What follows belongs to an exercise in optimizing a design on an open flow for small area, a short achievable clock period and few clock cycles per item; a production flow would make more cautious choices.
In this exercise RTL edits were held to simulation tests only and were not proved equivalent to the original.

Design vedic_mult_pipe, start of the top module:
module vedic_mult_pipe #(
    parameter int WIDTH = 32
) (
    input  logic              clk,
    input  logic              rst_n,
    input  logic              in_valid,
    output logic              in_ready,
    input  logic [WIDTH-1:0]  in_a,
    input  logic [WIDTH-1:0]  in_b,
    input  logic              in_signed,
    output logic              out_valid,
    input  logic              out_ready,
    output logic [2*WIDTH-1:0] out_p,
    output logic              busy
);
For scale: about 2900 cells after synthesis, ~140 I/O pins, about 34000 µm² of cells after synthesis.
==> flow/config.mk <==
export PLATFORM = sky130hd
export DESIGN_NAME = vedic_mult_pipe
export DESIGN_NICKNAME = vedic_mult_pipe
export VERILOG_FILES = /design/flow/design.v
export SDC_FILE = /design/flow/constraint.sdc
export NUM_CORES = 4
export LEC_CHECK = 0
export CAP_MARGIN = 20
export CORE_MARGIN = 2
export CORE_UTILIZATION = 60
export CTS_BUF_LIST = sky130_fd_sc_hd__clkbuf_8
export GPL_TIMING_DRIVEN = 1
export PLACE_DENSITY = 0.75
export SLEW_MARGIN = 20
export SYNTH_HIERARCHICAL = 1
export TNS_END_PERCENT = 0
==> flow/constraint.sdc <==
create_clock -name core_clock -period 11.0 [get_ports {clk}]
set_input_delay 2.2000 -clock core_clock [delete_from_list [all_inputs] [get_ports {clk}]]
set_output_delay 2.2000 -clock core_clock [all_outputs]
set_load 0.01 [all_outputs]
standard.sh (not shown) runs the stock make flow with config.mk's settings and CLKGATE_MAP_FILE= SYNTH_SCRIPT=/design/flow/synth_recipe.tcl, a recipe that flattens the netlist after the stock synthesis.
==> flow/flow/run.sh <==
#!/bin/bash
# The standard layout (standard.sh), with two changes to how it is made:
# ports are buffered with buf_1, and ORFS's repair_timing aims for setup slack
# above zero (it repairs against the 11 ns clock the SDC gives).
export BUFFER_PORTS_ARGS="-buffer_cell sky130_fd_sc_hd__buf_1"
export SETUP_SLACK_MARGIN=7.5
bash standard.sh > standard.log 2>&1
The baseline produced a clean layout.
Testbench counts at the start, summed over its fixed seeds: cycles 16,024, items 16,000.
Rerun with:
--- a/flow/flow/run.sh
+++ b/flow/flow/run.sh
@@ -4,4 +4,4 @@
 # above zero (it repairs against the 11 ns clock the SDC gives).
 export BUFFER_PORTS_ARGS="-buffer_cell sky130_fd_sc_hd__buf_1"
-export SETUP_SLACK_MARGIN=7.5
+export SETUP_SLACK_MARGIN=7.42
 bash standard.sh > standard.log 2>&1
GPL_TIMING_DRIVEN = unset   (was 1)
Wire length stays the same.
Cell area stays the same.
Global-route usage stays the same.
Rerun with:
--- a/flow/flow/run.sh
+++ b/flow/flow/run.sh
@@ -4,4 +4,4 @@
 # above zero (it repairs against the 11 ns clock the SDC gives).
 export BUFFER_PORTS_ARGS="-buffer_cell sky130_fd_sc_hd__buf_1"
-export SETUP_SLACK_MARGIN=7.42
+export SETUP_SLACK_MARGIN=7.5
 bash standard.sh > standard.log 2>&1
CORE_UTILIZATION = 65   (was 60)
PLACE_DENSITY = 0.85   (was 0.75)
The new run ran to the end with no violations.
Register-to-register slack degrades by 0.10 ns.
Worst hold slack degrades by 0.0030 ns.
Synthesized area does not change.
Global-route usage climbs by 2.8 points.

========
Starting RTL as in the previous note.
Settings: LEC_CHECK=0, CAP_MARGIN=20, CORE_MARGIN=2, CORE_UTILIZATION=60, CTS_BUF_LIST=sky130_fd_sc_hd__clkbuf_4, PLACE_DENSITY=0.75, SLEW_MARGIN=20, SYNTH_HIERARCHICAL=1, TNS_END_PERCENT=0; clock period 11.0 ns.
==> flow/flow/run.sh <==
#!/bin/bash
# The standard layout (standard.sh), with two changes to how it is made:
# ports are buffered with buf_1, and ORFS's repair_timing aims for setup slack
# above zero (it repairs against the 11 ns clock the SDC gives).
export BUFFER_PORTS_ARGS="-buffer_cell sky130_fd_sc_hd__buf_1"
export SETUP_SLACK_MARGIN=7.5
bash standard.sh > standard.log 2>&1
Testbench counts at the start, summed over its fixed seeds: cycles 16,024, items 16,000.
Edit:
==> flow/flow/run.sh (replaced) <==
#!/bin/bash
# The standard layout (standard.sh), with three changes to how it is made:
# ports are buffered with buf_1, ORFS's repair_timing aims for setup slack
# above zero (it repairs against the 11 ns clock the SDC gives), and its
# resizing may change a cell's footprint (the platform default restricts it).
export BUFFER_PORTS_ARGS="-buffer_cell sky130_fd_sc_hd__buf_1"
export SETUP_SLACK_MARGIN=7.5
bash standard.sh MATCH_CELL_FOOTPRINT=0 finish > standard.log 2>&1
CTS_BUF_LIST = sky130_fd_sc_hd__clkbuf_8   (was sky130_fd_sc_hd__clkbuf_4)
Outcome: The new run finished clean; clock-buffer cell count goes down by 65; synthesized area is unchanged; routed wire length stays flat; design area went up by 1.0%; clock skew goes down by 14 ps.
Edit:
==> flow/flow/run.sh (replaced) <==
#!/bin/bash
# The standard layout (standard.sh), with two changes to how it is made:
# ports are buffered with buf_1, and ORFS's repair_timing aims for setup slack
# above zero (it repairs against the 11 ns clock the SDC gives).
export BUFFER_PORTS_ARGS="-buffer_cell sky130_fd_sc_hd__buf_1"
export SETUP_SLACK_MARGIN=7.5
bash standard.sh > standard.log 2>&1
TNS_END_PERCENT = 10   (was 0)
Via count went up by 0.75%.
Clock-buffer cell count does not change.
Die area is unchanged.
Non-clock buffer count went up by 13.
Sequential share of layout area drops by 0.34 points.

static timing again, ports no longer ideal:
The flow's constraints put no driver on any port. The routed layouts listed below were extracted and timed again, unchanged, in two steps.
Step 1 assumes that a clkbuf_16 drives the clock port and a buf_2 every other input.
Step 2 adds t to the input delays and takes it off the output delays; t is the mean of the earliest and latest rising clock arrival at the registers after step 1. Input paths then give back, and output paths get back, about the clock's delay inside the block.
a / b / c = ideal ports / drivers / drivers and shift; a / b = the first two.
run	t (ns)	setup slack, ns	pins driven straight from the clock port
the first run of note 1	0.726	7.370 / 7.370 / 7.370	1
the second run of note 1	0.726	7.370 / 7.370 / 7.370	1
the third run of note 1	0.714	7.266 / 7.266 / 7.266	1
the first run of note 2	0.916	7.231 / 7.231 / 7.231	1
the second run of note 2	0.726	7.370 / 7.370 / 7.370	1
the third run of note 2	0.715	7.403 / 7.403 / 7.403	1
After both steps every run listed still meets setup and hold.
